Background: an optimization exercise with open tools, aiming at small area, a short achievable clock period and few clock cycles. Do not read the settings as production practice.
Where RTL was checked, it was by simulation tests only, not by an equivalence proof against the original.
The RTL of runs 4 to 7 was laid out without a check of its function.
No driver is modelled on the clock port, so clocking that relies on it looks cheaper here than on a real chip.
Power and IR drop assume default switching activity.

**config.mk**
```make
export PLATFORM = sky130hd
export DESIGN_NAME = round_robin_thread_scheduler
export DESIGN_NICKNAME = round_robin_thread_scheduler
export VERILOG_FILES = /design/flow/design.v
export SDC_FILE = /design/flow/constraint.sdc
export NUM_CORES = 8
export LEC_CHECK = 0
export CAP_MARGIN = 20
export CORE_MARGIN = 2
export CORE_UTILIZATION = 60
export PLACE_DENSITY = 0.7
export SLEW_MARGIN = 40
export TNS_END_PERCENT = 0
```
**constraint.sdc**
```tcl
create_clock -name core_clock -period 12.0 [get_ports {clk_i}]
set_input_delay 2.4000 -clock core_clock [delete_from_list [all_inputs] [get_ports {clk_i}]]
set_output_delay 2.4000 -clock core_clock [all_outputs]
set_load 0.01 [all_outputs]
```
**design.v**
```verilog
`default_nettype none
package rrts_pkg;
  typedef enum logic [2:0] {
    MODE_TICK   = 3'd0,
    MODE_SPAWN  = 3'd1,
    MODE_TERM   = 3'd2,
    MODE_BLOCK  = 3'd3,
    MODE_RESUME = 3'd4,
    MODE_SLEEP  = 3'd5,
    MODE_QUERY  = 3'd6,
    MODE_NOP    = 3'd7
  } mode_e;
  typedef enum logic [1:0] {
    STAT_OK       = 2'd0,
    STAT_NO_FREE  = 2'd1,
    STAT_NO_THR   = 2'd2,
    STAT_MAIN_SLP = 2'd3
  } status_e;
  typedef enum logic [1:0] {
    RS_READY   = 2'd0,
    RS_RUNNING = 2'd1,
    RS_BLOCKED = 2'd2
  } run_state_e;
  localparam logic [31:0] QuantaMax = 32'hFFFF_FFFF;
endpackage
`default_nettype wire
`default_nettype none
module rrts_sat_inc
(
  input  wire logic [31:0] a_i,
  output logic      [31:0] inc_o
);
  assign inc_o = (a_i == rrts_pkg::QuantaMax) ? a_i : a_i + 32'd1;
endmodule
`default_nettype wire
`default_nettype none
module round_robin_thread_scheduler
#(
  parameter int MAX_THREADS = 16
) (
  input  wire logic        clk_i,
  input  wire logic        rst_ni,
  input  wire logic        in_valid_i,
  output logic             in_stall_o,
  input  wire logic [2:0]  mode_i,
  input  wire logic [3:0]  thread_id_i,
  input  wire logic [15:0] sleep_quanta_i,
  output logic             out_valid_o,
  input  wire logic        out_stall_i,
  output logic [1:0]       status_o,
  output logic [31:0]      result_value_o,
  output logic [3:0]       running_thread_o,
  output logic             running_valid_o,
  output logic [31:0]      total_quanta_o
);
  localparam int N = 16;
  logic [N-1:0]  used_q, rdy_q, held_q, slp_q;
  logic [31:0]   ptq_q [N];
  logic [15:0]   dl_q  [N];
  logic [N*N-1:0] ob_q;
  logic [3:0]    cur_q;
  logic          curv_q;
  logic [31:0]   gq_q;
  logic          ov_q;
  logic [1:0]    st_q;
  logic [31:0]   val_q;
  logic          stall_q, qry_q, qv_q;
  logic          sw_q, pop_q, rq_q;
  logic          spawn_q, term_q, blk_q, res_q, slpc_q;
  logic [3:0]    tgt_q;
  assign in_stall_o = stall_q;
  logic accept;
  assign accept = in_valid_i & ~in_stall_o;
  function automatic logic older(input logic [N*N-1:0] m, input int i, input int j);
    older = (i < j) ? m[i*N+j] : ~m[j*N+i];
  endfunction
  logic [N-1:0] head_oh;
  always_comb begin
    for (int i = 0; i < N; i++) begin
      head_oh[i] = rdy_q[i];
      for (int j = 0; j < N; j++)
        if (j != i) head_oh[i] = head_oh[i] & (~rdy_q[j] | older(ob_q, i, j));
    end
  end
  logic [3:0] head;
  always_comb begin
    head = '0;
    for (int i = 0; i < N; i++) if (head_oh[i]) head = head | 4'(i);
  end
  logic qne;
  assign qne = |rdy_q;
  logic [3:0] fid;
  logic       anyfree;
  always_comb begin
    fid = '0;
    for (int i = N-1; i >= 0; i--) if (!used_q[i]) fid = 4'(i);
  end
  assign anyfree = ~&used_q;
  logic [N-1:0] rsel_q, rsel_d;
  logic [31:0]  rdat, rinc;
  always_comb begin
    rdat = '0;
    for (int i = 0; i < N; i++) rdat = rdat | (ptq_q[i] & {32{rsel_q[i]}});
  end
  rrts_sat_inc u_inc (.a_i(rdat), .inc_o(rinc));
  logic [31:0] gq_inc;
  rrts_sat_inc u_ginc (.a_i(gq_q), .inc_o(gq_inc));
  logic is_tick, is_spawn, is_term, is_blk, is_res, is_slp, is_qry;
  assign is_tick  = mode_i == rrts_pkg::MODE_TICK;
  assign is_spawn = mode_i == rrts_pkg::MODE_SPAWN;
  assign is_term  = mode_i == rrts_pkg::MODE_TERM;
  assign is_blk   = mode_i == rrts_pkg::MODE_BLOCK;
  assign is_res   = mode_i == rrts_pkg::MODE_RESUME;
  assign is_slp   = mode_i == rrts_pkg::MODE_SLEEP;
  assign is_qry   = mode_i == rrts_pkg::MODE_QUERY;
  logic usedt, runt, slp_ok, swx, sw;
  assign usedt  = used_q[thread_id_i];
  assign runt   = curv_q & (cur_q == thread_id_i);
  assign slp_ok = curv_q & (cur_q != 4'd0);
  assign swx    = ((is_term | is_blk) & runt) | (is_slp & slp_ok);
  assign sw     = is_tick | swx;
  logic [1:0] st_d;
  always_comb begin
    st_d = rrts_pkg::STAT_OK;
    if (is_spawn && !anyfree) st_d = rrts_pkg::STAT_NO_FREE;
    if ((is_term || is_blk || is_res || is_qry) && !usedt) st_d = rrts_pkg::STAT_NO_THR;
    if (is_slp && !curv_q) st_d = rrts_pkg::STAT_NO_THR;
    if (is_slp && curv_q && cur_q == 4'd0) st_d = rrts_pkg::STAT_MAIN_SLP;
  end
  logic [3:0] cur_d;
  logic       curv_d;
  always_comb begin
    cur_d  = cur_q;
    curv_d = curv_q;
    if (is_tick) begin
      if (qne) begin
        cur_d  = head;
        curv_d = 1'b1;
      end
    end else if (swx) begin
      cur_d  = qne ? head : 4'd0;
      curv_d = qne;
    end
  end
  always_comb begin
    rsel_d = '0;
    if (is_qry) rsel_d[thread_id_i] = 1'b1;
    else if ((is_tick || swx) && qne) rsel_d = head_oh;
    else if (!swx && curv_q) rsel_d[cur_q] = 1'b1;
  end
  logic [15:0] qm2_q;
  logic        fwq_q;
  always_ff @(posedge clk_i) begin
    qm2_q <= sleep_quanta_i - 16'd2;
    fwq_q <= (sleep_quanta_i[15:1] == 15'd0) | (&gq_q[31:1]);
  end
  logic [N-1:0] dhit_q;
  always_ff @(posedge clk_i) begin
    dhit_q[0] <= 1'b0;
    for (int i = 1; i < N; i++) dhit_q[i] <= dl_q[i] == gq_q[15:0];
  end
  always_ff @(posedge clk_i or negedge rst_ni) begin
    if (!rst_ni) begin
      ov_q   <= 1'b0;
      stall_q <= 1'b0;
      qry_q  <= 1'b0;
      cur_q  <= 4'd0;
      curv_q <= 1'b1;
      rsel_q <= N'(1);
      gq_q   <= 32'd1;
    end else begin
      stall_q <= accept | qry_q | (ov_q & out_stall_i);
      qry_q <= accept & is_qry;
      if (ov_q && !out_stall_i) ov_q <= 1'b0;
      if (qry_q) ov_q <= 1'b1;
      if (accept) begin
        ov_q   <= ~is_qry;
        cur_q  <= cur_d;
        curv_q <= curv_d;
        rsel_q <= rsel_d;
        if (sw) gq_q <= gq_inc;
      end
    end
  end
  always_ff @(posedge clk_i) begin
    if (accept) begin
      st_q  <= st_d;
      val_q <= (is_spawn && anyfree) ? 32'(fid) : 32'd0;
    end
    if (qv_q) val_q <= rdat;
  end
  always_ff @(posedge clk_i) begin
    sw_q    <= accept & sw;
    qv_q    <= accept & is_qry & usedt;
    pop_q   <= accept & sw & qne;
    rq_q    <= accept & is_tick & curv_q & qne;
    spawn_q <= accept & is_spawn & anyfree;
    term_q  <= accept & is_term & usedt;
    blk_q   <= accept & is_blk & usedt;
    res_q   <= accept & is_res & usedt;
    slpc_q  <= accept & is_slp & slp_ok;
    tgt_q   <= is_spawn ? fid : ((is_tick | is_slp) ? cur_q : thread_id_i);
  end
  logic        fw, dsat;
  logic [16:0] dsum;
  logic [15:0] dl_d;
  assign dsum = {1'b0, gq_q[15:0]} + {1'b0, qm2_q};
  assign dsat = (dsum[16] | (&dsum[15:0])) & (&gq_q[31:16]);
  assign dl_d = dsat ? 16'hFFFE : dsum[15:0];
  assign fw   = slpc_q & fwq_q;
  always_ff @(posedge clk_i) begin
    for (int i = 1; i < N; i++)
      if (slpc_q && tgt_q == 4'(i)) dl_q[i] <= dl_d;
  end
  logic [N-1:0] tsel, wake, push, rqsel;
  always_comb begin
    for (int i = 0; i < N; i++) begin
      tsel[i]  = tgt_q == 4'(i);
      rqsel[i] = rq_q & tsel[i];
      if (i == 0) wake[i] = 1'b0;
      else wake[i] = sw_q & used_q[i] & slp_q[i] & dhit_q[i];
      push[i] = rqsel[i] | (wake[i] & ~held_q[i]) | ((fw | spawn_q) & tsel[i])
              | (res_q & tsel[i] & used_q[i] & ~rdy_q[i] & ~slp_q[i]
                 & ~(curv_q & cur_q == 4'(i)));
    end
  end
  always_ff @(posedge clk_i or negedge rst_ni) begin
    if (!rst_ni) begin
      used_q <= N'(1);
      rdy_q  <= '0;
      held_q <= '0;
      slp_q  <= '0;
    end else begin
      for (int i = 0; i < N; i++) begin
        if (tsel[i] && spawn_q) begin
          used_q[i] <= 1'b1;
          held_q[i] <= 1'b0;
          slp_q[i]  <= 1'b0;
        end
        if (tsel[i] && term_q) begin
          used_q[i] <= 1'b0;
          held_q[i] <= 1'b0;
          slp_q[i]  <= 1'b0;
        end
        if (tsel[i] && blk_q) held_q[i] <= 1'b1;
        if (tsel[i] && res_q) held_q[i] <= 1'b0;
        if (i != 0 && tsel[i] && slpc_q && !fw) slp_q[i] <= 1'b1;
        if (wake[i]) slp_q[i] <= 1'b0;
        if ((pop_q && cur_q == 4'(i)) || (tsel[i] && (term_q || blk_q))) rdy_q[i] <= 1'b0;
        if (push[i]) rdy_q[i] <= 1'b1;
      end
    end
  end
  always_ff @(posedge clk_i) begin
    for (int i = 0; i < N; i++)
      for (int j = i + 1; j < N; j++)
        if (push[i] || push[j]) ob_q[i*N+j] <= push[j] & ~(push[i] & rqsel[j]);
  end
  logic [31:0]  pwd;
  logic [N-1:0] pwe;
  assign pwd = rinc & {32{~spawn_q}};
  assign pwe = ({N{spawn_q}} & tsel) | ({N{sw_q}} & rsel_q);
  always_ff @(posedge clk_i or negedge rst_ni) begin
    if (!rst_ni) ptq_q[0] <= 32'd1;
    else if (pwe[0]) ptq_q[0] <= pwd;
  end
  always_ff @(posedge clk_i) begin
    for (int i = 1; i < N; i++)
      if (pwe[i]) ptq_q[i] <= pwd;
  end
  assign out_valid_o      = ov_q;
  assign status_o         = st_q;
  assign result_value_o   = val_q;
  logic [3:0]  curo_q;
  logic        curvo_q;
  logic [31:0] gqo_q;
  always_ff @(posedge clk_i) begin
    if (accept) begin
      curo_q  <= cur_d;
      curvo_q <= curv_d;
    end
    if (!rst_ni) gqo_q <= gq_q;
    else if (accept && sw) gqo_q <= gq_inc;
  end
  assign running_thread_o = curo_q;
  assign running_valid_o  = curvo_q;
  assign total_quanta_o   = gqo_q;
endmodule
`default_nettype wire
```
**flow/run.sh**
```bash
#!/bin/bash
# Standard layout with a tighter setup repair target (the clock stays at the design's period),
# a clock tree of fewer buffers and no dummy loads, port buffers sized up before clock tree
# synthesis, and cells stepped down in size after it wherever the worst slack allows.
cp standard.sh standard_copy.txt
export SETUP_SLACK_MARGIN=${SETUP_SLACK_MARGIN_OVERRIDE:-8.6}
export CTS_ARGS="-sink_clustering_enable -repair_clock_nets -dont_use_dummy_load -sink_clustering_size 22 -sink_clustering_max_diameter 100 -buf_list {sky130_fd_sc_hd__clkbuf_16}"
export PRE_CTS_TCL=$PWD/flow/iobuf.tcl
export POST_CTS_TCL=$PWD/flow/downsize.tcl
bash standard.sh > standard.log 2>&1
```
**flow/downsize.tcl**
```tcl
estimate_parasitics -placement
# Area recovery: step each cell down to the next smaller drive of the same function while the
# worst setup slack stays at or above what it was, and no max slew / capacitance violation appears.
proc ds_smaller { master } {
  # sky130_fd_sc_hd__<func>_<n> -> list of smaller sizes of the same function, largest first
  if { ![regexp {^(sky130_fd_sc_hd__[a-z0-9]+)_([0-9]+)$} $master -> base n] } { return {} }
  set out {}
  foreach lc [get_lib_cells ${base}_*] {
    set name [get_name $lc]
    if { [regexp "^${base}_(\[0-9\]+)\$" $name -> m] && $m < $n } { lappend out [list $m $name] }
  }
  set out [lsort -integer -decreasing -index 0 $out]
  return [lmap x $out { lindex $x 1 }]
}
set ds_dont_use [list]
foreach p $::env(DONT_USE_CELLS) { foreach lc [get_lib_cells -quiet $p] { lappend ds_dont_use [get_name $lc] } }
proc ds_violations {} {
  return [expr { [sta::max_slew_violation_count] + [sta::max_capacitance_violation_count] }]
}
set ds_target [expr { [sta::worst_slack -max] - 0.001 }]
set ds_viol [ds_violations]
puts "downsize: start wns [sta::worst_slack -max] viol $ds_viol"
set insts {}
foreach inst [get_cells *] {
  set m [get_property $inst ref_name]
  if { [string match "*clkbuf*" $m] || [string match "*tap*" $m] || [string match "*fill*" $m] || [string match "*decap*" $m] } { continue }
  if { [regexp {_([0-9]+)$} $m -> n] && $n > 1 } { lappend insts $inst }
}
set changed 0
foreach inst $insts {
  set name [get_full_name $inst]
  set orig [get_property $inst ref_name]
  foreach cand [ds_smaller $orig] {
    if { [lsearch -exact $ds_dont_use $cand] >= 0 } { continue }
    set cur [get_property [get_cells $name] ref_name]
    replace_cell $name $cand
    if { [sta::worst_slack -max] < $ds_target || [ds_violations] > $ds_viol } {
      replace_cell $name $cur
      break
    }
    incr changed
  }
}
puts "downsize: end wns [sta::worst_slack -max] changes $changed"
```
**flow/iobuf.tcl**
```tcl
# Size up the port buffers: the standard flow leaves slow delay cells or small buffers on the
# ports whose paths already meet the repair target.
proc iobuf_fix { inst } {
  set cell [get_property $inst ref_name]
  if { [string match "*dly*" $cell] || [string match "*__buf_1" $cell] || [string match "*__buf_2" $cell] } {
    puts "iobuf: [get_full_name $inst] $cell -> sky130_fd_sc_hd__buf_4"
    replace_cell [get_full_name $inst] sky130_fd_sc_hd__buf_4
  }
}
foreach port [all_outputs] {
  set net [get_nets -quiet [get_full_name $port]]
  if { $net == "" } { continue }
  foreach pin [get_pins -quiet -of_objects $net -filter "direction == output"] {
    iobuf_fix [get_cells -of_objects $pin]
  }
}
foreach port [all_inputs] {
  set name [get_full_name $port]
  if { $name == "clk_i" } { continue }
  set net [get_nets -quiet $name]
  if { $net == "" } { continue }
  foreach pin [get_pins -quiet -of_objects $net -filter "direction == input"] {
    iobuf_fix [get_cells -of_objects $pin]
  }
}
```
**standard.sh**
```bash
#!/bin/bash
# synth_recipe.tcl (not shown) runs the flow's synth.tcl, then flattens the netlist and writes it again
# the make line also repeats each setting of config.mk as NAME=value (left out here)
make -C /OpenROAD-flow-scripts/flow DESIGN_CONFIG=/design/flow/config.mk WORK_HOME=/design/flow/orfs CLKGATE_MAP_FILE= SYNTH_SCRIPT=/design/flow/synth_recipe.tcl "${@:-finish}"
```
==> results of run 1 <==
-- area by class of cell --
cell class	instances	area share, %
multi-input cells	2177	29.2
repair buffers	253	3.44
inverters	63	0.455
clock buffers	56	2.70
flip-flops and latches	1106	61.6
well taps	1050	2.53
-- metal layers --
metal	track usage [%]	vias up	share of wire (%)
met5	0	-	0
met4	13.0	0	4.6
met3	5.17	435	9.9
met2	58.1	2175	48
met1	47.5	16700	37
li1	-	13800	-
-- final timing paths --
kind / from / to / slack [ps] / cells after the start
min in group asynchronous: rst_ni / gq_q[4]$_DFFE_PN0P_ / 1510 / 1
min: qry_q$_DFF_PN0_ / stall_q$_DFF_PN0_ / 470 / 2
max in group asynchronous: rst_ni / rsel_q[12]$_DFFE_PN0P_ / 9210 / 3
max: val_q[5]$_SDFFCE_PN0P_ / result_value_o[5] / 8340 / 1
min reg2reg: qry_q$_DFF_PN0_ / stall_q$_DFF_PN0_ / 470 / 2
max reg2reg: rsel_q[12]$_DFFE_PN0P_ / ptq_q[6][25]$_DFFE_PP_ / 8360 / 10
-- flip-flops by register name, summed over array words and instances, names as in the netlist, 2 cells and up --
signal and count:
ptq_q 512, dl_q 240, ob_q 120, gq_q 32
gqo_q 32, val_q 32, qm2_q 16, rdy_q 16
rsel_q 16, used_q 16, dhit_q 15, held_q 15
slp_q 15, cur_q 4, curo_q 4, tgt_q 4
st_q 2
-- per-stage QoR --
stage	util, %	hold slack [ps]
floorplan	-	427
detailed placement	63.1	443
finish	65.7	468
global route	65.7	517
global placement	62.9	441
-- synth_stat cells (all sizes together) (8+ instances only) --
cell	number	area [µm²]
edfxtp	911	27400
xor2	47	412
a211oi	8	70.1
a221oi	123	1080
and3	38	238
a21boi	21	158
a21oi	172	861
a22o	137	1200
nor2b	38	238
or2	8	50.1
nand2b	14	87.6
clkbuf	169	634
nand3	57	285
dfxtp	45	901
or4	9	75.1
o21ai	105	526
o2111ai	11	96.3
a31oi	19	119
mux2	11	124
o22ai	25	156
a22oi	68	521
buf	96	753
ha	28	350
dfrtp	145	3630
o221ai	24	210
nor3	53	270
nor2	118	443
inv	59	221
a41oi	16	140
nor4	45	288
nand4	119	751
and4	38	335
o31ai	14	105
o22a	28	245
nand2	363	1360
xnor2	299	2620
and2	25	156
-- logic make-up (layout without fill, tap and decap cells) --
family | after synthesis | count (layout)
simple gates | 954 | 956
compound gates | 828 | 828
flops | 1106 | 1106
xor+xnor | 346 | 346
buf+inv | 328 | 372
mux | 18 | 18
fa+ha+maj | 29 | 29
-- power by group --
group          internal (mW)  switching [mW]  leakage [nW]  total (mW)
Combinational          0.926            2.05          7.05        2.98
Clock                  0.828            1.14         0.690        1.97
Sequential              4.92           0.198          10.5        5.12
Total                   6.68            3.39          18.2        10.1
==> results.cfg, run 1 <==
[status]
status = finished clean

[finish]
final_layout_size_suffix_gt1_share_pct = 9.36
seqCellArea_um2 = 32000
final_area_um2 = 52000
nNetsFinal = 3713
mostFrequentLayoutCell = edfxtp_1
diodes = 0
synthToLayoutAreaGrowth_pct = 8.03
instances_no_fill = 4705
layout_common_cells = edfxtp_1 (911), nand2_1 (350), xnor2_1 (298)
fillers = 5828
multi_input_area_um2 = 15200

[placed_design]
pre_cts_ws_ps = 6690
io_buffers = 99
postPlaceCellArea_um2 = 49900
dpl.hpwl_um = 86500
dpl.cell_count = 4584
place_congestion = 0.976

[clock_tree]
cts_tree = done
path_clk_slew_ps = 90
clock_sinks = 1106
clkLatencyLatePin_ps = 680

[floorplan]
core_um2 = 79100
fp.dieH_um = 287
pin_count = 100
fp.dieArea_um2 = 82400
die_w_um = 287
initial_core_util_pct = 60.8
rows = 103

[timing]
worst_slack_ps = 8340
fin_worst_skew_ps = 72.3
rsz0062_at_grt = true
drv_slew = 0
setup-violations-final = 0
slew_headroom_pct = 35.0
final.period_utilization_pct = 30.5
fin_crit_ps = 3660
finalHoldViolCount = 0
fmax_mhz = 274
tightest_slew_ps = 976
fin_setup_tns_ps = 0

[job]
cap_violations = 0

[routing]
avgViaCountPerCell = 7.05
ant_nets = 0
drt_wl_total_um = 149000
vias = 33100
wl_per_cell_um = 31.6
remaining_drc_errors = 0
firstDrtPassIters = 8
drt_first_iter_violations = 4555

[worst_setup_path]
slowest_stage = edfxtp_1
start_kind = flop
slowest_delay_ps = 430
path_cells = clkbuf_2
criticalPathCategory = flop to output pin
critPathTopFamily = flip-flops
cp_data_required_time_ps = 9600
critical_path_peak_fanout = 1
critPathArrivalTime_ps = 1260
crit_path_end_kind = output pin
cp_num_buf_inv = 1

[global_route]
first_global_vias = 31900
grtUsageTotal_pct = 35.1
gr-total-overflow = 0
grt_pass1_wl_um = 211000
antenna_found_initial = 0
grt_start_max_net_pins = 69

[logic_synthesis]
synthArstFlopShare_pct = 13.6
yosys.area_share.simple_pct = 9.99
synth_nets = 3665
synth_top_family_by_area = compound AO/OA/AOI/OAI gates
yosys_warnings = 3
synth_top_flop_cell = edfxtp_1
synthMuxAreaShare_pct = 0.533
synth.avg_cell_area_um2 = 13.3
synth_edf_count = 911
ys_types = 90
synth_fa_ha_area_share_pct = 0.770
ys_ff_latch = 1106
seq_area_frac_synth_pct = 66.6
synth_compound_area_share_pct = 12.5
netlist_area_um2 = 48100
synthCells = 3609
synth_xor_area_share_pct = 6.30

[pwr]
p_leak_nw = 18.2
p_per_area_nw_per_um2 = 194
vdd_drop_max_mv = 0.203
p_total_mw = 10.1

[min_path]
hp-class = flop to flop
Testbench counts, summed over its fixed seeds: cycles 49,907.
==> run 2, diff against run 1 <==
--- a/config.mk
+++ b/config.mk
@@ -9,5 +9,5 @@
 export CORE_MARGIN = 2
 export CORE_UTILIZATION = 60
 export PLACE_DENSITY = 0.7
-export SLEW_MARGIN = 40
+export SLEW_MARGIN = 20
 export TNS_END_PERCENT = 0
==> results.cfg, run 2 <==
[timing]
tightest_slew_ps = 1190
fin_worst_skew_ps = 69.1
finalHoldViolCount = 0
setup-violations-final = 0
final.period_utilization_pct = 31.5
fmax_mhz = 264
slew_headroom_pct = 20.8
fin_setup_tns_ps = 0
fin_crit_ps = 3780
rsz0062_at_grt = true
drv_slew = 0

[worst_setup_path]
path_cells = buf_4 -> a22o_1 -> buf_2
slowest_delay_ps = 940
cp_num_buf_inv = 2
crit_path_end_kind = flop
slowest_stage = dfxtp_2
start_kind = flop
critPathTopFamily = buffers and inverters
critical_path_peak_fanout = 48
r2r_slack_ps = 8220
cp_data_required_time_ps = 12290
criticalPathCategory = flop to flop
critPathArrivalTime_ps = 4080

[finish]
final_layout_size_suffix_gt1_share_pct = 7.81
synthToLayoutAreaGrowth_pct = 7.01
fillers = 5974
layout_common_cells = edfxtp_1 (911), nand2_1 (350), xnor2_1 (298)
top_register = ptq_q
mostFrequentLayoutCell = edfxtp_1
instances_no_fill = 4701
diodes = 0
nNetsFinal = 3709
top_regs = ptq_q x512, dl_q x240, ob_q x120
largest_register_ffs = 512

[routing]
met2_length_um = 72200
top_layer = met4
dr_wl_met3_um = 14100
wl_per_cell_um = 31.3
vias = 33000
wl_met1_um = 55100
avgViaCountPerCell = 7.03
drt_first_iter_violations = 4496
firstDrtPassIters = 6
ant_nets = 0
remaining_drc_errors = 0
drt_wl_total_um = 147000

[logic_synthesis]
ys_ff_latch = 1106
synthTopCellsByCount = edfxtp_1 (911), nand2_1 (363), xnor2_1 (299)
synth_area_leader_cell = edfxtp_1
synth_top_flop_cell = edfxtp_1
synth_top_area_share_pct = 56.9
synthArstFlopShare_pct = 13.6
synth_edf_count = 911
synth_nets = 3665
netlist_top_cells_area = edfxtp_1 (57%), dfrtp_1 (7.5%), xnor2_1 (5.4%)
seq_area_frac_synth_pct = 66.6
netlist_area_um2 = 48100
synth.avg_cell_area_um2 = 13.3
synth.most_common_cell = edfxtp_1
ys_types = 90
yosys_warnings = 3
synthCells = 3609

[global_route]
first_global_vias = 32000
antenna_found_initial = 0
grt_pass1_wl_um = 213000
grtUsageTotal_pct = 35.3
gr-total-overflow = 0
grt_start_max_net_pins = 69

[pwr]
p_leak_nw = 18.0
p_per_area_nw_per_um2 = 193
vdd_drop_max_mv = 0.159

[placed_design]
io_buffers = 99
dpl.cell_count = 4584
place_congestion = 0.976
dpl.hpwl_um = 86700

[status]
status = finished clean

[clock_tree]
clkLatencyLatePin_ps = 670
clock_sinks = 1106
cts_tree = done
path_clk_slew_ps = 90

[floorplan]
die_w_um = 287
fp.dieArea_um2 = 82400
initial_core_util_pct = 60.8
rows = 103
pin_count = 100
core_um2 = 79100
fp.dieH_um = 287

[job]
cap_violations = 0

[min_path]
hp-class = flop to flop
-- run 2: per-stage QoR --
stage               setup WS [ps]  area [µm²]  utilization, %  power [mW]  hold WS, ps
global placement             6370       49800            62.9        7.59          441
finish                       8220       51500            65.0        9.92          470
floorplan                    7840       48200               -        6.75          427
detailed placement           6380       49800            62.9        7.68          443
global route                 8180       51500            65.0        10.2          513
-- run 2: per-layer routing --
layer  up-vias  GRT usage, %
li1      13800             -
met1     16800          47.8
met2      2050          59.4
met3       347          4.82
met4         0          11.7
met5         -             0
-- run 2: worst min-delay path: cells and delay by family (launching register included) --
family          cells  cell delay [ps]
flops               1              340
simple gates        1               60
compound gates      1               50
-- run 2: cells by family after synthesis --
logic type / Yosys count / synth area share [%]
XOR/XNOR: 346 / 6.30
multiplexers: 18 / 0.533
AND/OR/NAND/NOR: 954 / 9.99
buffers and inverters: 328 / 3.38
AO/OA/AOI/OAI: 828 / 12.5
flip-flops: 1106 / 66.6
adder cells (fa/ha/maj): 29 / 0.770
-- run 2: final timing paths --
kind                                                to             from  depth (start not counted)
worst max-delay path            ptq_q[7][10]$_DFFE_PP_  spawn_q$_DFF_P_                          3
max in group asynchronous       rsel_q[15]$_DFFE_PN0P_           rst_ni                          3
worst min register to register       stall_q$_DFF_PN0_  qry_q$_DFF_PN0_                          2
worst max register to register  ptq_q[7][10]$_DFFE_PP_  spawn_q$_DFF_P_                          3
min in group asynchronous         gq_q[15]$_DFFE_PN0P_           rst_ni                          1
worst min-delay path                 stall_q$_DFF_PN0_  qry_q$_DFF_PN0_                          2
-- run 2: final cells by class --
cell class / instances / area (µm²) / area share, %
multi-input combinational: 2177 / 15000 / 29.0
sequential: 1106 / 32000 / 62.2
tap: 1050 / 1310 / 2.55
clock buffer: 56 / 1400 / 2.72
timing repair buffer: 249 / 1540 / 2.99
inverter: 63 / 244 / 0.474
-- run 2: power by group --
group          internal (mW)  switching [mW]  total [mW]
Sequential              4.92           0.190        5.11
Combinational          0.852            1.99        2.84
Clock                  0.828            1.14        1.97
==> run 3, diff against run 2 <==
--- a/flow/run.sh
+++ b/flow/run.sh
@@ -3,7 +3,7 @@
 # a clock tree of fewer buffers and no dummy loads, port buffers sized up before clock tree
 # synthesis, and cells stepped down in size after it wherever the worst slack allows.
 cp standard.sh standard_copy.txt
-export SETUP_SLACK_MARGIN=${SETUP_SLACK_MARGIN_OVERRIDE:-8.6}
+export SETUP_SLACK_MARGIN=${SETUP_SLACK_MARGIN_OVERRIDE:-8.4}
 export CTS_ARGS="-sink_clustering_enable -repair_clock_nets -dont_use_dummy_load -sink_clustering_size 22 -sink_clustering_max_diameter 100 -buf_list {sky130_fd_sc_hd__clkbuf_16}"
 export PRE_CTS_TCL=$PWD/flow/iobuf.tcl
 export POST_CTS_TCL=$PWD/flow/downsize.tcl
==> results.cfg, run 3 <==
[finish]
diodes = 0
layout_common_cells = edfxtp_1 (911), nand2_1 (350), xnor2_1 (298)
nNetsFinal = 3692
mostFrequentLayoutCell = edfxtp_1
fillers = 5995
top_register = ptq_q
final_area_um2 = 51300
largest_register_ffs = 512
final_layout_size_suffix_gt1_share_pct = 7.37
synthToLayoutAreaGrowth_pct = 6.63
top_regs = ptq_q x512, dl_q x240, ob_q x120

[pwr]
p_leak_nw = 17.9
p_total_mw = 9.83
p_per_area_nw_per_um2 = 192
vdd_drop_max_mv = 0.156

[timing]
drv_slew = 0
rsz0062_at_grt = true
fin_crit_ps = 3860
finalHoldViolCount = 0
fin_worst_skew_ps = 76.1
fin_setup_tns_ps = 0
tightest_slew_ps = 1180
setup-violations-final = 0
slew_headroom_pct = 20.3
final.period_utilization_pct = 32.2
fmax_mhz = 259

[min_path]
hp-class = flop to flop

[global_route]
gr-total-overflow = 0
grt_start_max_net_pins = 69
first_global_vias = 32000
grt_pass1_wl_um = 212000
grtUsageTotal_pct = 35.1
antenna_found_initial = 1

[worst_setup_path]
slowest_delay_ps = 1010
path_cells = nand2_1 -> nor2_1 -> a22o_1 -> buf_2
criticalPathCategory = flop to flop
slowest_stage = a22o_1
critical_path_peak_fanout = 19
critPathArrivalTime_ps = 4150
crit_path_end_kind = flop
cp_data_required_time_ps = 12290
start_kind = flop

[job]
cap_violations = 0

[routing]
vias = 32800
wl_per_cell_um = 31.2
avgViaCountPerCell = 7.00
drt_first_iter_violations = 4222
remaining_drc_errors = 0
firstDrtPassIters = 6
drt_wl_total_um = 146000
ant_nets = 0

[logic_synthesis]
yosys_warnings = 3
synth.avg_cell_area_um2 = 13.3
seq_area_frac_synth_pct = 66.6
yosys.area_share.simple_pct = 9.99
synthTopCellsByCount = edfxtp_1 (911), nand2_1 (363), xnor2_1 (299)
synthCells = 3609
synth_top_area_share_pct = 56.9
synth_compound_area_share_pct = 12.5
synth_area_leader_cell = edfxtp_1
synth_fa_ha_area_share_pct = 0.770
synthMuxAreaShare_pct = 0.533
netlist_top_cells_area = edfxtp_1 (57%), dfrtp_1 (7.5%), xnor2_1 (5.4%)
netlist_area_um2 = 48100
synthArstFlopShare_pct = 13.6
synth_top_flop_cell = edfxtp_1
synth_top_family_by_area = compound AO/OA/AOI/OAI gates
synth.most_common_cell = edfxtp_1
synth_xor_area_share_pct = 6.30
synth_edf_count = 911
ys_types = 90
ys_ff_latch = 1106
synth_nets = 3665

[floorplan]
die_w_um = 287
core_um2 = 79100
rows = 103
fp.dieArea_um2 = 82400
fp.dieH_um = 287
initial_core_util_pct = 60.8
pin_count = 100

[placed_design]
postPlaceCellArea_um2 = 49800
dpl.hpwl_um = 86700
place_congestion = 0.976
io_buffers = 99

[clock_tree]
clock_sinks = 1106
clkLatencyLatePin_ps = 670
cts_tree = done
path_clk_slew_ps = 90

[status]
status = finished clean
-- run 3: metrics by stage --
stage | std cells | utilization, % | setup WS (ps) | hold slack [ps]
final | 4684 | 64.8 | 8140 | 469
after global routing | 4684 | 64.8 | 8110 | 513
after detailed placement | 4584 | 62.9 | 6380 | 443
after global placement | 4583 | 62.9 | 6370 | 441
after floorplan | 3609 | - | 7840 | 427
-- run 3: path summary, 6_finish.rpt --
kind,from,end,slack (ps),cells past startpoint
min in group asynchronous,rst_ni,gq_q[15]$_DFFE_PN0P_,1570,1
worst min-delay path,qry_q$_DFF_PN0_,stall_q$_DFF_PN0_,470,2
worst min register to register,qry_q$_DFF_PN0_,stall_q$_DFF_PN0_,470,2
max in group asynchronous,rst_ni,rsel_q[6]$_DFFE_PN0P_,8780,3
worst max register to register,tgt_q[0]$_DFF_P_,ptq_q[11][29]$_DFFE_PP_,8140,4
worst max-delay path,tgt_q[0]$_DFF_P_,ptq_q[11][29]$_DFFE_PP_,8140,4
-- run 3: worst max-delay path, delay by kind of cell (launching register included) --
kind	cells	cell delay, ps
and+or+nand+nor	2	880
DFF	1	760
buffers and inverters	1	800
AOI/OAI and AO/OA	1	1010
-- run 3: layout make-up --
class | instances | area (µm²) | area share (%)
sequential | 1106 | 32000 | 62.4
multi-input combinational | 2177 | 14900 | 29.0
timing repair buffer | 232 | 1410 | 2.75
clock buffer | 56 | 1400 | 2.73
tap | 1050 | 1310 | 2.56
inverter | 63 | 236 | 0.461
-- run 3: layer usage --
| layer | vias up | wire length [µm] | global-route usage, % |
|---|---|---|---|
| li1 | 13800 | - | - |
| met1 | 16700 | 55300 | 47.6 |
| met2 | 1948 | 71300 | 59.0 |
| met3 | 363 | 13500 | 4.63 |
| met4 | 0 | 5840 | 11.9 |
| met5 | - | 0 | 0 |
-- run 3: where the power goes --
group          internal (mW)  switching, mW  total, mW
Clock                  0.828           1.14       1.97
Sequential              4.92          0.188       5.11
Combinational          0.805           1.95       2.75
-- run 3: cells by family (layout without fill, tap and decap cells) --
family,after synthesis,after routing
simple gates,954,956
compound gates,828,828
flops,1106,1106
fa+ha+maj,29,29
mux,18,18
buf+inv,328,351
xor+xnor,346,346
==> run 4, diff against run 3 <==
--- a/design.v
+++ b/design.v
@@ -257,9 +257,12 @@
         if (push[i] || push[j]) ob_q[i*N+j] <= push[j] & ~(push[i] & rqsel[j]);
   end
   logic [31:0]  pwd;
-  logic [N-1:0] pwe;
+  logic [N-1:0] pwe, fid_oh;
+  always_comb begin
+    for (int i = 0; i < N; i++) fid_oh[i] = ~used_q[i] & (&(used_q | ~((N'(1) << i) - N'(1))));
+  end
+  always_ff @(posedge clk_i) pwe <= {N{accept}} & (({N{is_spawn}} & fid_oh) | ({N{sw}} & rsel_d));
   assign pwd = rinc & {32{~spawn_q}};
-  assign pwe = ({N{spawn_q}} & tsel) | ({N{sw_q}} & rsel_q);
   always_ff @(posedge clk_i or negedge rst_ni) begin
     if (!rst_ni) ptq_q[0] <= 32'd1;
     else if (pwe[0]) ptq_q[0] <= pwd;
--- a/flow/run.sh
+++ b/flow/run.sh
@@ -3,7 +3,7 @@
 # a clock tree of fewer buffers and no dummy loads, port buffers sized up before clock tree
 # synthesis, and cells stepped down in size after it wherever the worst slack allows.
 cp standard.sh standard_copy.txt
-export SETUP_SLACK_MARGIN=${SETUP_SLACK_MARGIN_OVERRIDE:-8.4}
+export SETUP_SLACK_MARGIN=${SETUP_SLACK_MARGIN_OVERRIDE:-8.8}
 export CTS_ARGS="-sink_clustering_enable -repair_clock_nets -dont_use_dummy_load -sink_clustering_size 22 -sink_clustering_max_diameter 100 -buf_list {sky130_fd_sc_hd__clkbuf_16}"
 export PRE_CTS_TCL=$PWD/flow/iobuf.tcl
 export POST_CTS_TCL=$PWD/flow/downsize.tcl
==> results.cfg, run 4 <==
[timing]
worst_slack_ps = 8220
tightest_slew_ps = 1230
finalHoldViolCount = 0
setup-violations-final = 0
fin_crit_ps = 3780
slew_headroom_pct = 18.1
final.period_utilization_pct = 31.5
drv_slew = 0
rsz0062_at_grt = true
fmax_mhz = 265
fin_setup_tns_ps = 0
fin_worst_skew_ps = 72.4

[routing]
drt_first_iter_violations = 4574
avgViaCountPerCell = 7.07
wl_per_cell_um = 31.7
remaining_drc_errors = 0
vias = 33500
drt_wl_total_um = 150000
ant_nets = 0
firstDrtPassIters = 8

[logic_synthesis]
ys_types = 83
yosys_warnings = 3
synth_top_flop_cell = edfxtp_1
netlist_top_cells_area = edfxtp_1 (57%), dfrtp_1 (7.5%), xnor2_1 (5.6%)
synthCells = 3643
synth_edf_count = 911
synthArstFlopShare_pct = 13.4
synth_nets = 3699
synth_top_area_share_pct = 56.7
ys_ff_latch = 1122
seq_area_frac_synth_pct = 67.1
netlist_area_um2 = 48200
synth.avg_cell_area_um2 = 13.2
synth_area_leader_cell = edfxtp_1
synth.most_common_cell = edfxtp_1
synthTopCellsByCount = edfxtp_1 (911), nand2_1 (356), xnor2_1 (309)

[pwr]
p_leak_nw = 17.9
vdd_drop_max_mv = 0.118
p_per_area_nw_per_um2 = 185

[global_route]
grtUsageTotal_pct = 36.1
grt_pass1_wl_um = 218000
gr-total-overflow = 0
first_global_vias = 32800
grt_start_max_net_pins = 65
antenna_found_initial = 3

[placed_design]
io_buffers = 99
pre_cts_ws_ps = 6440
dpl.hpwl_um = 87300
place_congestion = 0.987
postPlaceCellArea_um2 = 50100
dpl.cell_count = 4608

[clock_tree]
path_clk_slew_ps = 80
clock_sinks = 1122
cts_tree = done
clkLatencyLatePin_ps = 670

[floorplan]
core_um2 = 79300
die_w_um = 287
fp.dieH_um = 287
pin_count = 100
rows = 103
fp.dieArea_um2 = 82600
initial_core_util_pct = 60.8

[min_path]
hp-class = flop to flop

[finish]
nNetsFinal = 3748
synthToLayoutAreaGrowth_pct = 8.34
fillers = 5859
instances_no_fill = 4744
top_regs = ptq_q x512, dl_q x240, ob_q x120
mostFrequentLayoutCell = edfxtp_1
top_register = ptq_q
largest_register_ffs = 512
final_area_um2 = 52200
layout_common_cells = edfxtp_1 (911), nand2_1 (338), xnor2_1 (307)
final_layout_size_suffix_gt1_share_pct = 8.89

[job]
cap_violations = 0

[worst_setup_path]
cp_num_buf_inv = 2
slowest_stage = nor2_1
path_cells = buf_1 -> bufbuf_8 -> a221oi_1 -> and4_1 -> nor2_1 -> nand2_2 -> nor4_2 -> xor2_1 -> nor2_4
cp_data_required_time_ps = 12320
critPathTopFamily = simple AND/OR/NAND/NOR gates
crit_path_end_kind = flop
critPathArrivalTime_ps = 4090
criticalPathCategory = flop to flop
slowest_delay_ps = 560
critical_path_peak_fanout = 16
start_kind = flop

[status]
status = finished clean
==> run 4: through the flow <==
stage	util, %	total power, mW	hold WS [ps]
5_1_grt	65.9	9.93	493
6_report	65.9	9.64	459
3_3_place_gp	63.2	7.19	444
3_5_place_dp	63.2	7.26	447
2_1_floorplan	-	6.43	427
==> run 4: final cells by class <==
cell class                      count  area (µm²)  share of cell area [%]
Multi-Input combinational cell   2189       15200                    29.1
Timing Repair Buffer              247        1630                    3.12
Tap cell                         1050        1310                    2.52
Antenna cell                        4        10.0                  0.0192
Sequential cell                  1122       32300                    61.9
Clock buffer                       57        1430                    2.73
Inverter                           75         297                   0.568
==> run 4: metal layers <==
layer	part of all wire, %	vias to the layer above	global-route usage [%]
li1	-	14000	-
met1	37	16900	48.3
met2	48	2189	58.7
met3	10	500	6.07
met4	5.0	2	15.5
met5	0.011	-	0
==> run 4: worst register-to-register path: cells and delay by family (launching register included) <==
| kind | cells | cell delay (ps) |
|---|---|---|
| flops | 1 | 400 |
| xor+xnor | 1 | 330 |
| buf+inv | 2 | 730 |
| simple gates | 5 | 1850 |
| compound gates | 1 | 120 |
==> run 4: worst paths after layout <==
kind | startpoint | to | slack (ps) | cells past startpoint
min in group asynchronous | rst_ni | gq_q[14]$_DFFE_PN0P_ | 1680 | 1
max in group asynchronous | rst_ni | rdy_q[2]$_DFFE_PN0P_ | 8680 | 3
worst min register to register | qry_q$_DFF_PN0_ | stall_q$_DFF_PN0_ | 460 | 2
worst max register to register | rsel_q[13]$_DFFE_PN0P_ | ptq_q[10][26]$_DFFE_PP_ | 8220 | 9
worst min-delay path | qry_q$_DFF_PN0_ | stall_q$_DFF_PN0_ | 460 | 2
worst max-delay path | rsel_q[13]$_DFFE_PN0P_ | ptq_q[10][26]$_DFFE_PP_ | 8220 | 9
==> run 4: kinds of logic (layout without fill, tap and decap cells) <==
family                     count (synthesis)  after routing  share of synthesized area [%]
DFF                                     1122           1122                           67.1
and+or+nand+nor                          956            958                           9.79
AOI/OAI and AO/OA                        841            842                           12.6
xor gates and xnor gates                 344            344                           6.25
buffers and inverters                    335            379                           2.99
adders and majority gates                 29             29                          0.768
muxes                                     16             16                          0.480
other                                      0              4                              0
==> run 4: where the power goes <==
part	internal [mW]	total, mW	switching [mW]	leakage (nW)
clock	0.843	2.00	1.16	0.702
combinational	0.832	2.58	1.75	6.37
sequential	4.87	5.06	0.191	10.8
==> run 5, diff against run 4 <==
--- a/flow/run.sh
+++ b/flow/run.sh
@@ -3,7 +3,7 @@
 # a clock tree of fewer buffers and no dummy loads, port buffers sized up before clock tree
 # synthesis, and cells stepped down in size after it wherever the worst slack allows.
 cp standard.sh standard_copy.txt
-export SETUP_SLACK_MARGIN=${SETUP_SLACK_MARGIN_OVERRIDE:-8.8}
+export SETUP_SLACK_MARGIN=${SETUP_SLACK_MARGIN_OVERRIDE:-8.6}
 export CTS_ARGS="-sink_clustering_enable -repair_clock_nets -dont_use_dummy_load -sink_clustering_size 22 -sink_clustering_max_diameter 100 -buf_list {sky130_fd_sc_hd__clkbuf_16}"
 export PRE_CTS_TCL=$PWD/flow/iobuf.tcl
 export POST_CTS_TCL=$PWD/flow/downsize.tcl
==> results.cfg, run 5 <==
[finish]
mostFrequentLayoutCell = edfxtp_1
nNetsFinal = 3742
fin_util_pct = 65.8
instances_no_fill = 4739
fillers = 5876
top_regs = ptq_q x512, dl_q x240, ob_q x120
layout_common_cells = edfxtp_1 (911), nand2_1 (338), xnor2_1 (307)
synthToLayoutAreaGrowth_pct = 8.16
top_register = ptq_q
largest_register_ffs = 512
final_layout_size_suffix_gt1_share_pct = 8.41

[pwr]
p_per_area_nw_per_um2 = 184
vdd_drop_max_mv = 0.117
p_leak_nw = 17.8

[timing]
tightest_slew_ps = 1270
fin_worst_skew_ps = 68.5
fin_setup_tns_ps = 0
fin_crit_ps = 3800
drv_slew = 0
setup-violations-final = 0
rsz0062_at_grt = true
slew_headroom_pct = 15.4
finalHoldViolCount = 0
final.period_utilization_pct = 31.6
fmax_mhz = 263

[worst_setup_path]
cp_data_required_time_ps = 12420
timing.rr.start = rsel_q[14]$_DFFE_PN0P_
crit_path_end_kind = flop
critPathArrivalTime_ps = 4210
startpoint = rsel_q[14]$_DFFE_PN0P_
criticalPathCategory = flop to flop
critical_path_peak_fanout = 13
start_kind = flop

[logic_synthesis]
synthArstFlopShare_pct = 13.4
synth_edf_count = 911
synth_nets = 3699
netlist_area_um2 = 48200
synth.most_common_cell = edfxtp_1
synthCells = 3643
yosys_warnings = 3
synthTopCellsByCount = edfxtp_1 (911), nand2_1 (356), xnor2_1 (309)
netlist_top_cells_area = edfxtp_1 (57%), dfrtp_1 (7.5%), xnor2_1 (5.6%)
synth.avg_cell_area_um2 = 13.2
ys_types = 83
ys_ff_latch = 1122
synth_top_area_share_pct = 56.7
synth_area_leader_cell = edfxtp_1
seq_area_frac_synth_pct = 67.1
synth_top_flop_cell = edfxtp_1

[global_route]
grt_pass1_wl_um = 218000
gr-total-overflow = 0
antenna_found_initial = 2
grtUsageTotal_pct = 36.1
first_global_vias = 32800
grt_start_max_net_pins = 65

[floorplan]
initial_core_util_pct = 60.8
pin_count = 100
fp.dieH_um = 287
fp.dieArea_um2 = 82600
die_w_um = 287
rows = 103
core_um2 = 79300

[clock_tree]
clock_sinks = 1122
cts_tree = done
clkLatencyLatePin_ps = 670
path_clk_slew_ps = 80

[min_path]
hp-class = flop to flop
holdCritStartpoint = qry_q$_DFF_PN0_

[routing]
drt_wl_total_um = 150000
firstDrtPassIters = 6
vias = 33500
avgViaCountPerCell = 7.07
remaining_drc_errors = 0
wl_per_cell_um = 31.7
ant_nets = 0
drt_first_iter_violations = 4594

[placed_design]
dpl.cell_count = 4608
io_buffers = 99
dpl.hpwl_um = 87300
place_congestion = 0.987

[status]
status = finished clean

[job]
cap_violations = 0
## run 5: cell counts after synthesis
Identical to the previous run, type by type.
## run 5: critical path, stage by stage, from the launching register on
cell	delay (ps)
dfrtp_1	480
buf_2	450
a221oi_1	140
and4_1	280
or4_4	470
or4_4	490
a311oi_4	400
buf_2	200
clkbuf_2	150
nand3b_1	90
nor3b_2	190
buf_4	220
## run 5: report_power, final
part           switching, mW  total, mW  internal, mW  leakage (nW)
clock                   1.16       2.00         0.843         0.702
combinational           1.74       2.54         0.798          6.33
sequential             0.190       5.06          4.87          10.8
total                   3.09       9.61          6.51          17.8
## run 5: logic make-up (layout without fill, tap and decap cells)
logic type | Yosys count | after routing | synth area share [%]
mux | 16 | 16 | 0.480
flops | 1122 | 1122 | 67.1
xor+xnor | 344 | 344 | 6.25
fa+ha+maj | 29 | 29 | 0.768
other cells | 0 | 5 | 0
buf+inv | 335 | 373 | 2.99
compound gates | 841 | 842 | 12.6
simple gates | 956 | 958 | 9.79
## run 5: path summary, 6_finish.rpt
check                                         end  slack (ps)  cells after the start
setup / recovery           ptq_q[9][16]$_DFFE_PP_        8200                     11
hold / removal                  stall_q$_DFF_PN0_         460                      2
setup reg to reg           ptq_q[9][16]$_DFFE_PP_        8200                     11
hold reg to reg                 stall_q$_DFF_PN0_         460                      2
max in group asynchronous    rdy_q[2]$_DFFE_PN0P_        8450                      3
min in group asynchronous    gq_q[14]$_DFFE_PN0P_        1670                      1
## run 5: per-layer routing
metal / wire length (µm) / vias to the layer above / GRT usage [%]
met1: 55300 / 16800 / 48.3
met2: 72100 / 2241 / 58.7
met5: 85 / - / 0
met3: 15500 / 484 / 6.07
li1: - / 14000 / -
met4: 7370 / 2 / 15.5
## run 5: cell type report
type	count	area, µm²	share of cell area [%]
Sequential cell	1122	32300	62.0
Multi-Input combinational cell	2189	15200	29.1
Timing Repair Buffer	241	1560	3.00
Clock buffer	57	1430	2.74
Tap cell	1050	1310	2.52
Inverter	75	297	0.569
Antenna cell	5	12.5	0.0240
## run 5: metrics by stage
stage	power, mW	hold WS, ps	instance area, µm²	setup slack, ps
2_1_floorplan	6.43	427	48400	8050
5_1_grt	9.89	493	52100	8170
6_report	9.61	459	52100	8200
3_3_place_gp	7.19	444	50100	6520
3_5_place_dp	7.26	447	50100	6440
==> run 6, diff against run 5 <==
--- a/flow/run.sh
+++ b/flow/run.sh
@@ -3,7 +3,7 @@
 # a clock tree of fewer buffers and no dummy loads, port buffers sized up before clock tree
 # synthesis, and cells stepped down in size after it wherever the worst slack allows.
 cp standard.sh standard_copy.txt
-export SETUP_SLACK_MARGIN=${SETUP_SLACK_MARGIN_OVERRIDE:-8.6}
+export SETUP_SLACK_MARGIN=${SETUP_SLACK_MARGIN_OVERRIDE:-9.0}
 export CTS_ARGS="-sink_clustering_enable -repair_clock_nets -dont_use_dummy_load -sink_clustering_size 22 -sink_clustering_max_diameter 100 -buf_list {sky130_fd_sc_hd__clkbuf_16}"
 export PRE_CTS_TCL=$PWD/flow/iobuf.tcl
 export POST_CTS_TCL=$PWD/flow/downsize.tcl
==> results.cfg, run 6 <==
[min_path]
min_to = stall_q$_DFF_PN0_
holdCritStartpoint = qry_q$_DFF_PN0_
hp-class = flop to flop
hold_path_depth = 2

[routing]
firstDrtPassIters = 8
drt_wl_total_um = 150000
ant_nets = 0
drt_first_iter_violations = 4574
wl_per_cell_um = 31.7
avgViaCountPerCell = 7.07
vias = 33500
remaining_drc_errors = 0

[timing]
final.period_utilization_pct = 31.5
holdWs_ps = 459
fin_worst_skew_ps = 72.4
tightest_slew_ps = 1230
finalHoldViolCount = 0
rsz0062_at_grt = true
fin_crit_ps = 3780
fin_setup_tns_ps = 0
fmax_mhz = 265
drv_slew = 0
slew_headroom_pct = 18.1
setup-violations-final = 0

[global_route]
use_met2_pct = 58.7
busiest_layer = met2
first_global_vias = 32800
gr-total-overflow = 0
grt_start_max_net_pins = 65
grt_pass1_wl_um = 218000
grtUsageTotal_pct = 36.1
met1_usage_pct = 48.3
antenna_found_initial = 3
met3_usage_pct = 6.07

[finish]
final_area_um2 = 52200
mostFrequentLayoutCell = edfxtp_1
fillers = 5859
nNetsFinal = 3748
top_regs = ptq_q x512, dl_q x240, ob_q x120
instances_no_fill = 4744
final_layout_size_suffix_gt1_share_pct = 8.89
top_register = ptq_q
fin_util_pct = 65.9
seqCellArea_um2 = 32300
largest_register_ffs = 512
layout_common_cells = edfxtp_1 (911), nand2_1 (338), xnor2_1 (307)
synthToLayoutAreaGrowth_pct = 8.34
multi_input_area_um2 = 15200

[pwr]
vdd_drop_max_mv = 0.118
p_per_area_nw_per_um2 = 185
p_leak_nw = 17.9

[logic_synthesis]
synth.avg_cell_area_um2 = 13.2
synth_area_leader_cell = edfxtp_1
synth_top_flop_cell = edfxtp_1
synthTopCellsByCount = edfxtp_1 (911), nand2_1 (356), xnor2_1 (309)
synth.most_common_cell = edfxtp_1
seq_area_frac_synth_pct = 67.1
netlist_area_um2 = 48200
synthCells = 3643
yosys_warnings = 3
ys_types = 83
synth_nets = 3699
ys_ff_latch = 1122
synth_edf_count = 911
synthArstFlopShare_pct = 13.4
synth_top_area_share_pct = 56.7
netlist_top_cells_area = edfxtp_1 (57%), dfrtp_1 (7.5%), xnor2_1 (5.6%)

[floorplan]
core_um2 = 79300
fp.dieH_um = 287
die_w_um = 287
fp.dieArea_um2 = 82600
rows = 103
pin_count = 100
initial_core_util_pct = 60.8

[job]
cap_violations = 0

[worst_setup_path]
cp_data_required_time_ps = 12320
criticalPathCategory = flop to flop
crit_path_end_kind = flop
timing.rr.start = rsel_q[13]$_DFFE_PN0P_
critPathArrivalTime_ps = 4090
r2r_cells = 9
r2r_slack_ps = 8220
start_kind = flop
r2r-end = ptq_q[10][26]$_DFFE_PP_
critical_path_peak_fanout = 16

[placed_design]
dpl.cell_count = 4608
io_buffers = 99
postPlaceCellArea_um2 = 50100
place_congestion = 0.987
dpl.hpwl_um = 87300

[status]
status = finished clean

[clock_tree]
clkLatencyLatePin_ps = 670
cts_tree = done
path_clk_slew_ps = 80
clock_sinks = 1122
run 6: critical path, stage by stage, from the launching register on:
cell      delay, ps
dfrtp_1         400
buf_1           270
bufbuf_8        450
a221oi_1        110
and4_1          330
nor2_1          560
nand2_2         340
nor4_2          490
xor2_1          330
nor2_4          130
run 6: logic make-up (layout without fill, tap and decap cells):
kind of cell | count (synthesis) | count (layout) | synth area share (%)
AOI/OAI and AO/OA | 841 | 842 | 12.6
DFF | 1122 | 1122 | 67.1
buffers and inverters | 335 | 379 | 2.99
adders and majority gates | 29 | 29 | 0.768
and+or+nand+nor | 956 | 958 | 9.79
xor gates and xnor gates | 344 | 344 | 6.25
other | 0 | 4 | 0
muxes | 16 | 16 | 0.480
run 6: area by class of cell:
class | count | share of cell area, %
well taps | 1050 | 2.52
clock buffers | 57 | 2.73
multi-input cells | 2189 | 29.1
flip-flops and latches | 1122 | 61.9
diodes | 4 | 0.0192
inverters | 75 | 0.568
repair buffers | 247 | 3.12
run 6: worst max path at each step:
| stage | startpoint | endpoint | cells past startpoint |
|---|---|---|---|
| after floorplan | thread_id_i[1] | gqo_q[0]$_DFFE_PP_ | 9 |
| after global placement | mode_i[0] | gq_q[28]$_DFFE_PN0P_ | 11 |
| after detailed placement | mode_i[0] | gq_q[28]$_DFFE_PN0P_ | 11 |
| after global routing | thread_id_i[3] | gq_q[28]$_DFFE_PN0P_ | 11 |
| final | rsel_q[13]$_DFFE_PN0P_ | ptq_q[10][26]$_DFFE_PP_ | 9 |
run 6: metal layers:
| layer | routed length [µm] | share of wire [%] |
|---|---|---|
| met1 | 55600 | 37 |
| met2 | 71800 | 48 |
| met3 | 15500 | 10 |
| met4 | 7570 | 5.0 |
| met5 | 16 | 0.011 |
run 6: report_power, final:
| part | leakage (nW) | internal (mW) | switching, mW |
|---|---|---|---|
| clock | 0.702 | 0.843 | 1.16 |
| sequential | 10.8 | 4.87 | 0.191 |
| combinational | 6.37 | 0.832 | 1.75 |
run 6: stage by stage:
stage / setup slack, ps / total power [mW]
2_1_floorplan: 8050 / 6.43
3_3_place_gp: 6520 / 7.19
3_5_place_dp: 6440 / 7.26
5_1_grt: 8180 / 9.93
6_report: 8220 / 9.64
==> run 7, diff against run 6 <==
--- a/flow/run.sh
+++ b/flow/run.sh
@@ -3,7 +3,7 @@
 # a clock tree of fewer buffers and no dummy loads, port buffers sized up before clock tree
 # synthesis, and cells stepped down in size after it wherever the worst slack allows.
 cp standard.sh standard_copy.txt
-export SETUP_SLACK_MARGIN=${SETUP_SLACK_MARGIN_OVERRIDE:-9.0}
+export SETUP_SLACK_MARGIN=${SETUP_SLACK_MARGIN_OVERRIDE:-9.3}
 export CTS_ARGS="-sink_clustering_enable -repair_clock_nets -dont_use_dummy_load -sink_clustering_size 22 -sink_clustering_max_diameter 100 -buf_list {sky130_fd_sc_hd__clkbuf_16}"
 export PRE_CTS_TCL=$PWD/flow/iobuf.tcl
 export POST_CTS_TCL=$PWD/flow/downsize.tcl
==> results.cfg, run 7 <==
[status]
status = finished clean

[timing]
fmax_mhz = 265
final.period_utilization_pct = 31.5
rsz0062_at_grt = true
fin_setup_tns_ps = 0
tightest_slew_ps = 1230
drv_slew = 0
fin_crit_ps = 3780
setup-violations-final = 0
slew_headroom_pct = 18.1
fin_worst_skew_ps = 72.4
finalHoldViolCount = 0

[pwr]
p_per_area_nw_per_um2 = 185
vdd_drop_max_mv = 0.118
internal_power_mw = 6.55
seqPwrFrac_pct = 52.5
p_comb_share_pct = 26.8
pwr-share-clk_pct = 20.7
p_leak_nw = 17.9
switching_share_pct = 32.1
power_switching_mw = 3.10

[worst_setup_path]
crit_path_end_kind = flop
cp_data_required_time_ps = 12320
critPathArrivalTime_ps = 4090
r2r_slack_ps = 8220
critical_path_peak_fanout = 16
criticalPathCategory = flop to flop
start_kind = flop

[floorplan]
fp.dieH_um = 287
rows = 103
core_um2 = 79300
pin_count = 100
die_w_um = 287
fp.dieArea_um2 = 82600
initial_core_util_pct = 60.8

[finish]
final_area_um2 = 52200
nNetsFinal = 3748
final_layout_size_suffix_gt1_share_pct = 8.89
fin_util_pct = 65.9
top_register = ptq_q
top_regs = ptq_q x512, dl_q x240, ob_q x120
mostFrequentLayoutCell = edfxtp_1
synthToLayoutAreaGrowth_pct = 8.34
largest_register_ffs = 512
layout_common_cells = edfxtp_1 (911), nand2_1 (338), xnor2_1 (307)

[global_route]
grtUsageTotal_pct = 36.1
grt_start_max_net_pins = 65
antenna_found_initial = 3
first_global_vias = 32800
gr-total-overflow = 0
grt_pass1_wl_um = 218000

[placed_design]
postPlaceCellArea_um2 = 50100
dpl.hpwl_um = 87300
io_buffers = 99
place_congestion = 0.987

[routing]
vias = 33500
wl_per_cell_um = 31.7
remaining_drc_errors = 0
drt_first_iter_violations = 4574
firstDrtPassIters = 8
ant_nets = 0
drt_wl_total_um = 150000
avgViaCountPerCell = 7.07

[logic_synthesis]
synth_top_area_share_pct = 56.7
synth.most_common_cell = edfxtp_1
netlist_area_um2 = 48200
netlist_top_cells_area = edfxtp_1 (57%), dfrtp_1 (7.5%), xnor2_1 (5.6%)
synthArstFlopShare_pct = 13.4
ys_ff_latch = 1122
seq_area_frac_synth_pct = 67.1
synth_area_leader_cell = edfxtp_1
synth_nets = 3699
synthTopCellsByCount = edfxtp_1 (911), nand2_1 (356), xnor2_1 (309)
synth_edf_count = 911
synthCells = 3643
ys_types = 83
synth.avg_cell_area_um2 = 13.2
yosys_warnings = 3
synth_top_flop_cell = edfxtp_1

[clock_tree]
path_clk_slew_ps = 80
clock_sinks = 1122
clkLatencyLatePin_ps = 670
cts_tree = done

[min_path]
hp-class = flop to flop

[job]
cap_violations = 0
==> run 7: per-layer routing <==
metal / vias to the layer above / global-route usage [%] / wire length [µm]
met5: - / 0 / 16
met2: 2189 / 58.7 / 71800
li1: 14000 / - / -
met1: 16900 / 48.3 / 55600
met4: 2 / 15.5 / 7570
met3: 500 / 6.07 / 15500
==> run 7: final timing paths <==
kind	startpoint	end	cells after the start
max in group asynchronous	rst_ni	rdy_q[2]$_DFFE_PN0P_	3
worst min register to register	qry_q$_DFF_PN0_	stall_q$_DFF_PN0_	2
worst max register to register	rsel_q[13]$_DFFE_PN0P_	ptq_q[10][26]$_DFFE_PP_	9
min in group asynchronous	rst_ni	gq_q[14]$_DFFE_PN0P_	1
worst min-delay path	qry_q$_DFF_PN0_	stall_q$_DFF_PN0_	2
worst max-delay path	rsel_q[13]$_DFFE_PN0P_	ptq_q[10][26]$_DFFE_PP_	9
==> run 7: power by group through the flow <==
stage / clock (mW) / sequential [mW] / combinational [mW]
floorplan: 0 / 5.03 / 1.40
global placement: 0 / 5.14 / 2.05
detailed placement: 0 / 5.15 / 2.12
global route: 2.15 / 5.07 / 2.72
finish: 2.00 / 5.06 / 2.58
==> run 7: cell families (layout without fill, tap and decap cells) <==
kind of cell             Yosys count  after routing  share of synthesized area (%)
AO/OA/AOI/OAI                    841            842                           12.6
other                              0              4                              0
XOR/XNOR                         344            344                           6.25
adder cells (fa/ha/maj)           29             29                          0.768
multiplexers                      16             16                          0.480
AND/OR/NAND/NOR                  956            958                           9.79
flip-flops                      1122           1122                           67.1
buffers and inverters            335            379                           2.99
==> run 7: per-stage QoR <==
step	total power [mW]	hold WS (ps)	std cells	setup slack, ps
floorplan	6.43	427	3643	8050
global placement	7.19	444	4608	6520
detailed placement	7.26	447	4608	6440
global route	9.93	493	4740	8180
finish	9.64	459	4744	8220
==> run 7: critical path, cell delays in order, from the launching register on <==
cell and delay [ps]:
dfrtp_1 400, buf_1 270, bufbuf_8 450, a221oi_1 110, and4_1 330, nor2_1 560, nand2_2 340, nor4_2 490
xor2_1 330, nor2_4 130
==> run 7: area by class of cell <==
cell class | instances | area (µm²)
inverter | 75 | 297
multi-input combinational | 2189 | 15200
antenna | 4 | 10.0
clock buffer | 57 | 1430
timing repair buffer | 247 | 1630
fill | 5859 | 27000
tap | 1050 | 1310
sequential | 1122 | 32300

==> what the ideal ports hide <==
How much do the figures lean on ideal ports? The routed layouts below were timed once more, with nothing changed but the port constraints. Step 1 (the two cells are an assumption about what drives the block):
set clk [get_ports {clk_i}]
set_driving_cell -lib_cell sky130_fd_sc_hd__clkbuf_16 $clk
set_driving_cell -lib_cell sky130_fd_sc_hd__buf_2 [delete_from_list [all_inputs] $clk]
Step 2 also shifts input and output timing later by t, the mid clock arrival at the registers, as if the neighbouring blocks saw the same clock. a / b / c = ideal ports / drivers / drivers and shift; a / b = the first two.
run	shift t [ns]	slack for setup (ns)	hold WS [ns]	slew at the worst register clock pin (ns)
run 1	0.710	8.345 / 8.273 / 7.731	0.468 / 0.468 / 0.468	0.10 / 0.10
run 2	0.705	8.216 / 8.216 / 7.611	0.470 / 0.470 / 0.470	0.10 / 0.10
run 3	0.701	8.135 / 8.135 / 7.562	0.469 / 0.469 / 0.469	0.10 / 0.10
run 4	0.708	8.223 / 8.196 / 7.601	0.459 / 0.459 / 0.459	0.10 / 0.10
run 5	0.710	8.204 / 8.188 / 7.591	0.459 / 0.459 / 0.459	0.10 / 0.10
run 6	0.708	8.223 / 8.196 / 7.601	0.459 / 0.459 / 0.459	0.10 / 0.10
run 7	0.708	8.223 / 8.196 / 7.601	0.459 / 0.459 / 0.459	0.10 / 0.10
After both steps every run listed still meets setup and hold.
